What follows belongs to an exercise in optimizing a design on an open flow for small area, a short achievable clock period and few clock cycles per item; a production flow would make more cautious choices.
RTL that was checked went through simulation tests only; none was proved equivalent to the original.
Power is estimated from default activity; no workload was simulated.

== job 3863 ==
Design dns_query_echo_answer_builder_unit, start of the top module:
module dns_query_echo_answer_builder_unit (
  input  logic        clk,
  input  logic        rst,
  input  logic        cfg_write,
  input  logic        cfg_index,
  input  logic [31:0] cfg_data,
  input  logic        in_valid,
  output logic        in_stall,
  input  logic [7:0]  query_byte,
  input  logic        query_last,
  input  logic        client_is_v6,
  input  logic [63:0] client_addr_hi,
  input  logic [63:0] client_addr_lo,
  output logic        out_valid,
  input  logic        out_stall,
  output logic [7:0]  reply_byte,
  output logic        reply_last,
  output logic        reply_error
);
For scale: about 900 cells after synthesis, ~260 flip-flops, roughly 190 I/O pins.
clock: 6.0 ns
lec_check: 0
cap_margin: 20
core_margin: 2
core_utilization: 60
setup_slack_margin: 3.7
slew_margin: 20
standard.sh (not shown) runs the stock make flow with config.mk's settings and CLKGATE_MAP_FILE= SYNTH_SCRIPT=/design/flow/synth_recipe.tcl, a recipe that flattens the netlist after the stock synthesis.
==> flow/flow/run.sh <==
#!/bin/bash
# Standard ORFS layout, with plain buffers (instead of the tool's default
# delay-cell pick) on the input and output ports.
set -euo pipefail
export BUFFER_PORTS_ARGS="-buffer_cell sky130_fd_sc_hd__buf_1"
bash standard.sh finish > flow_standard.log 2>&1
Testbench counts of job 3863, summed over its fixed seeds: cycles 28,244, queries 512.
What job 5047 does differently from job 3863 at the input level:
- CTS_BUF_LIST newly set to sky130_fd_sc_hd__clkbuf_4 sky130_fd_sc_hd__clkbuf_8
- ABC_CLOCK_PERIOD_IN_PS newly set to 2000
- CORE_UTILIZATION changed from 60 to 40
- SETUP_SLACK_MARGIN changed from 3.7 to 3.5
==> flow/run.sh (new file) <==
#!/bin/bash
# synth_recipe.tcl (not shown) runs the flow's synth.tcl, then flattens the netlist and writes it again
# the make line also repeats each setting of config.mk as NAME=value (left out here)
make -C /OpenROAD-flow-scripts/flow DESIGN_CONFIG=/design/flow/config.mk WORK_HOME=/design/flow/orfs CLKGATE_MAP_FILE= SYNTH_SCRIPT=/design/flow/synth_recipe.tcl finish
removed: flow/flow/run.sh
removed: flow/standard.sh
### Flow results
Job 5047 vs job 3863, leading cell type in the layout, fill and taps excluded: sky130_fd_sc_hd__edfxtp_1 vs sky130_fd_sc_hd__buf_1. The lower final instance area of job 5047 and job 3863 is in job 3863. Taking job 5047 over job 3863, the die area ratio works out to 1.5. Per the comparison of job 5047 with job 3863, final critical-path share of the clock period climbed 2.0 points, count of clock-buffer cells in the layout grew by 34, cell depth of the worst flop-to-flop path moved down.
Setup changes, job 5047 to job 7289
- CTS_BUF_LIST removed (was sky130_fd_sc_hd__clkbuf_4 sky130_fd_sc_hd__clkbuf_8)
- ABC_CLOCK_PERIOD_IN_PS removed (was 2000)
- SETUP_SLACK_MARGIN removed (was 3.5)
==> run notes <==
- Sort job 7289 and job 5047 by time the final worst path needs with I/O delays and setup, descending, and job 7289 comes first.
- The lower final RePlAce weighted congestion of job 7289 and job 5047 is in job 7289.
- The clock insertion delay at the later pin of the skew report of job 7289 falls short of that of job 5047 by 30 ps.
- On global-route total usage across every layer: job 7289 sits below job 5047.
- After detailed routing, job 5047 needs more wire than job 7289.
--- input diff job 7289..job 5288 ---
- CTS_BUF_LIST now sky130_fd_sc_hd__clkbuf_8 sky130_fd_sc_hd__clkbuf_16, previously not set
- CTS_CLUSTER_DIAMETER now 50, previously not set
- CTS_CLUSTER_SIZE now 20, previously not set
- SETUP_SLACK_MARGIN now 3.7, previously not set
- CORE_UTILIZATION now 60, was 40
==> flow/flow/run.sh (new file) <==
#!/bin/bash
# Standard ORFS layout, with plain buffers (instead of the tool's default
# delay-cell pick) on the input and output ports.
set -euo pipefail
export BUFFER_PORTS_ARGS="-buffer_cell sky130_fd_sc_hd__buf_1"
bash standard.sh finish > flow_standard.log 2>&1
==> flow/standard.sh (new file) <==
#!/bin/bash
# synth_recipe.tcl (not shown) runs the flow's synth.tcl, then flattens the netlist and writes it again
# the make line also repeats each setting of config.mk as NAME=value (left out here)
make -C /OpenROAD-flow-scripts/flow DESIGN_CONFIG=/design/flow/config.mk WORK_HOME=/design/flow/orfs CLKGATE_MAP_FILE= SYNTH_SCRIPT=/design/flow/synth_recipe.tcl "${@:-finish}"
removed: flow/run.sh
==> run notes <==
Job 5288: flow completed, timing, DRC and antenna clean. There was hardly any difference in sum of buffers and inverters on the critical path between job 5288 and job 7289. For job 7289, the commonest non-fill, non-tap cell in the layout was sky130_fd_sc_hd__clkdlybuf4s50_1, unlike job 5288, where it was sky130_fd_sc_hd__buf_1. Vias: job 5288 above job 7289. Total power: job 5288 > job 7289. Compared with job 7289, in job 5288 combinational share of power went up 3.5 points; count of clock buffers in the final design went down 17.

== main ==
Another version of the RTL of dns_query_echo_answer_builder_unit (not shown whole).
Size: ~830 cells after synthesis, roughly 250 flip-flops, roughly 190 I/O pins, roughly 11000 sq um of cells after synthesis.
==> flow/config.mk <==
export PLATFORM = sky130hd
export DESIGN_NAME = dns_query_echo_answer_builder_unit
export DESIGN_NICKNAME = dns_query_echo_answer_builder_unit
export VERILOG_FILES = /design/flow/design.v
export SDC_FILE = /design/flow/constraint.sdc
export NUM_CORES = 4
export LEC_CHECK = 0
export CAP_MARGIN = 20
export CORE_MARGIN = 2
export CORE_UTILIZATION = 60
export CTS_BUF_LIST = sky130_fd_sc_hd__clkbuf_16
export CTS_CLUSTER_DIAMETER = 80
export CTS_CLUSTER_SIZE = 30
export SETUP_SLACK_MARGIN = 4.0
export SLEW_MARGIN = 20
export TNS_END_PERCENT = 10
==> flow/constraint.sdc <==
create_clock -name core_clock -period 6.0 [get_ports {clk}]
set_input_delay 1.2000 -clock core_clock [delete_from_list [all_inputs] [get_ports {clk}]]
set_output_delay 1.2000 -clock core_clock [all_outputs]
set_load 0.01 [all_outputs]
==> flow/flow/run.sh <==
#!/bin/bash
# The standard ORFS layout (the standard.sh), with two changes:
#  - plain buffers (buf_1, sized up later by repair) on the input and output
#    ports instead of the delay cell that buffer_ports picks by default;
#  - clock tree synthesis without dummy loads (same clustering and buffer
#    settings as config.mk).
# make's full output goes to flow_standard.log; ORFS keeps each step's log
# under orfs/logs/.
set -euo pipefail
export BUFFER_PORTS_ARGS="-buffer_cell sky130_fd_sc_hd__buf_1"
export CTS_ARGS="-sink_clustering_enable -repair_clock_nets -sink_clustering_size 30 -sink_clustering_max_diameter 80 -buf_list sky130_fd_sc_hd__clkbuf_16 -dont_use_dummy_load"
bash standard.sh finish > flow_standard.log 2>&1
Having completed the whole flow, main delivered a layout that passed the timing, DRC and antenna checks.
Input-level comparison between the feature branch and main:
- changing TNS_END_PERCENT from 10 to 0
Notes after the runs:
The feature branch gives more total length of routed met3 wires than main did. The feature branch against main: number of instances resized during post-cts repair went down 1; portion of total power attributed to combinational logic higher; via count climbed about 1%. Delta (the feature branch minus main): stage delay of the slowest cell on the critical path climbed 0.05 ns; met3 track utilization from global routing climbed 0.33 points; final layout net count climbed 0.76%. The feature branch: fraction of standard cell area in multi-input logic 0.41 points below main. Min highest achievable clock rate across the feature branch and main: main. Diff the feature branch..main | number of distinct library cell variants in the gate-level netlist after synthesis | unchanged.
Function was not checked in any run of this note: the RTL went through the layout flow alone.

dns_query_echo_answer_builder_unit, a different RTL version from the one above (not shown whole).
Size: roughly 870 cells after synthesis, about 250 flip-flops, ~190 I/O pins, about 11000 sq um of cells after synthesis.
Settings: LEC_CHECK=0, CAP_MARGIN=20, CORE_MARGIN=2, CORE_UTILIZATION=70, CTS_BUF_LIST=sky130_fd_sc_hd__clkbuf_16, CTS_CLUSTER_DIAMETER=80, CTS_CLUSTER_SIZE=30, SETUP_SLACK_MARGIN=4.0, SLEW_MARGIN=20, TNS_END_PERCENT=0; clock period 6.0 ns.
Scripts as last shown in full above: flow/flow/run.sh
The starting point completed with no timing, DRC or antenna violations.
Testbench counts at the start, summed over its fixed seeds: cycles 28,244, queries 512.
Next try:
--- a/flow/flow/run.sh
+++ b/flow/flow/run.sh
@@ -10,3 +10,3 @@
 export BUFFER_PORTS_ARGS="-buffer_cell sky130_fd_sc_hd__buf_1"
-export CTS_ARGS="-sink_clustering_enable -repair_clock_nets -sink_clustering_size 30 -sink_clustering_max_diameter 80 -buf_list sky130_fd_sc_hd__clkbuf_16 -dont_use_dummy_load"
+export CTS_ARGS="-sink_clustering_enable -repair_clock_nets -sink_clustering_size 20 -sink_clustering_max_diameter 60 -buf_list sky130_fd_sc_hd__clkbuf_8 -dont_use_dummy_load"
 bash standard.sh finish > flow_standard.log 2>&1
CORE_UTILIZATION = 60   (was 70)
CTS_BUF_LIST = sky130_fd_sc_hd__clkbuf_8   (was sky130_fd_sc_hd__clkbuf_16)
CTS_CLUSTER_DIAMETER = 60   (was 80)
CTS_CLUSTER_SIZE = 20   (was 30)
Setup slack degrades by 0.070 ns.
Die area came out higher by 16%.
Routed wire length came out higher by about 0.8%.
Combinational power hardly moves.
Next try:
--- a/flow/flow/run.sh
+++ b/flow/flow/run.sh
@@ -10,3 +10,3 @@
 export BUFFER_PORTS_ARGS="-buffer_cell sky130_fd_sc_hd__buf_1"
-export CTS_ARGS="-sink_clustering_enable -repair_clock_nets -sink_clustering_size 20 -sink_clustering_max_diameter 60 -buf_list sky130_fd_sc_hd__clkbuf_8 -dont_use_dummy_load"
+export CTS_ARGS="-sink_clustering_enable -repair_clock_nets -sink_clustering_size 30 -sink_clustering_max_diameter 80 -buf_list sky130_fd_sc_hd__clkbuf_16 -dont_use_dummy_load"
 bash standard.sh finish > flow_standard.log 2>&1
CTS_BUF_LIST = sky130_fd_sc_hd__clkbuf_16   (was sky130_fd_sc_hd__clkbuf_8)
CTS_CLUSTER_DIAMETER = 80   (was 60)
CTS_CLUSTER_SIZE = 30   (was 20)
PLACE_DENSITY = 0.8   (was not set)
=> Worst setup slack gets better by 0.028 ns. Cell count stays the same. Via count falls by a few percent. Flip-flop and latch count stays the same. Design area rises slightly. Register-to-register slack improved by 0.02 ns. Total power climbs by a few percent. Maximum frequency came out higher slightly. Non-clock buffer count goes up by 6. Core utilization came out higher by 0.87 points.
Next try:
PLACE_DENSITY = not set   (was 0.8)
TNS_END_PERCENT = not set   (was 0)
- global-route usage rose by 2.2 points
- utilization increases by 6.6 points
- hold slack hardly moves
- synthesized area stays the same
- design area went up by about 10%
- wire length rises by about 10%

[separate check: timing with driven ports]
In the flow no input, the clock included, has a driving cell. The finished layouts below were timed again as built, in two steps.
Step 1 assumes that a clkbuf_16 drives the clock port and a buf_2 every other input.
Step 2 moves the port delays by t, midway between the first and last clock arrival at a register: inputs arrive t later, outputs are due t later. That takes back most of the time a late clock gives input paths.
a / b / c = ideal / step 1 / step 2; a / b = the first two.
run | shift t [ns] | slack for setup (ns) | worst setup path after step 2 | clock arrival spread, ns
job 3863 | 0.589 | 3.613 / 3.566 / 3.150 | input to register | 0.015 / 0.015
job 5047 | 0.591 | 3.493 / 3.493 / 2.925 | input to register | 0.043 / 0.043
job 7289 | 0.577 | 2.626 / 2.626 / 2.626 | register to register | 0.017 / 0.017
job 5288 | 0.583 | 3.640 / 3.592 / 3.247 | input to register | 0.014 / 0.014
main | 0.516 | 3.603 / 3.603 / 3.150 | input to register | 0.037 / 0.036
the feature branch | 0.516 | 3.628 / 3.619 / 3.297 | input to register | 0.037 / 0.037
the first run of note 3 | 0.502 | 3.750 / 3.706 / 3.284 | input to register | 0.038 / 0.038
the second run of note 3 | 0.553 | 3.681 / 3.640 / 3.196 | input to register | 0.046 / 0.046
the third run of note 3 | 0.516 | 3.709 / 3.667 / 3.240 | input to register | 0.049 / 0.049
the fourth run of note 3 | 0.501 | 3.726 / 3.681 / 3.447 | input to register | 0.074 / 0.074
After both steps setup and hold are still met in every run listed. The setup slack of job 5047, which loses most, moves by 0.000 ns with the drivers and by -0.568 ns with both steps.
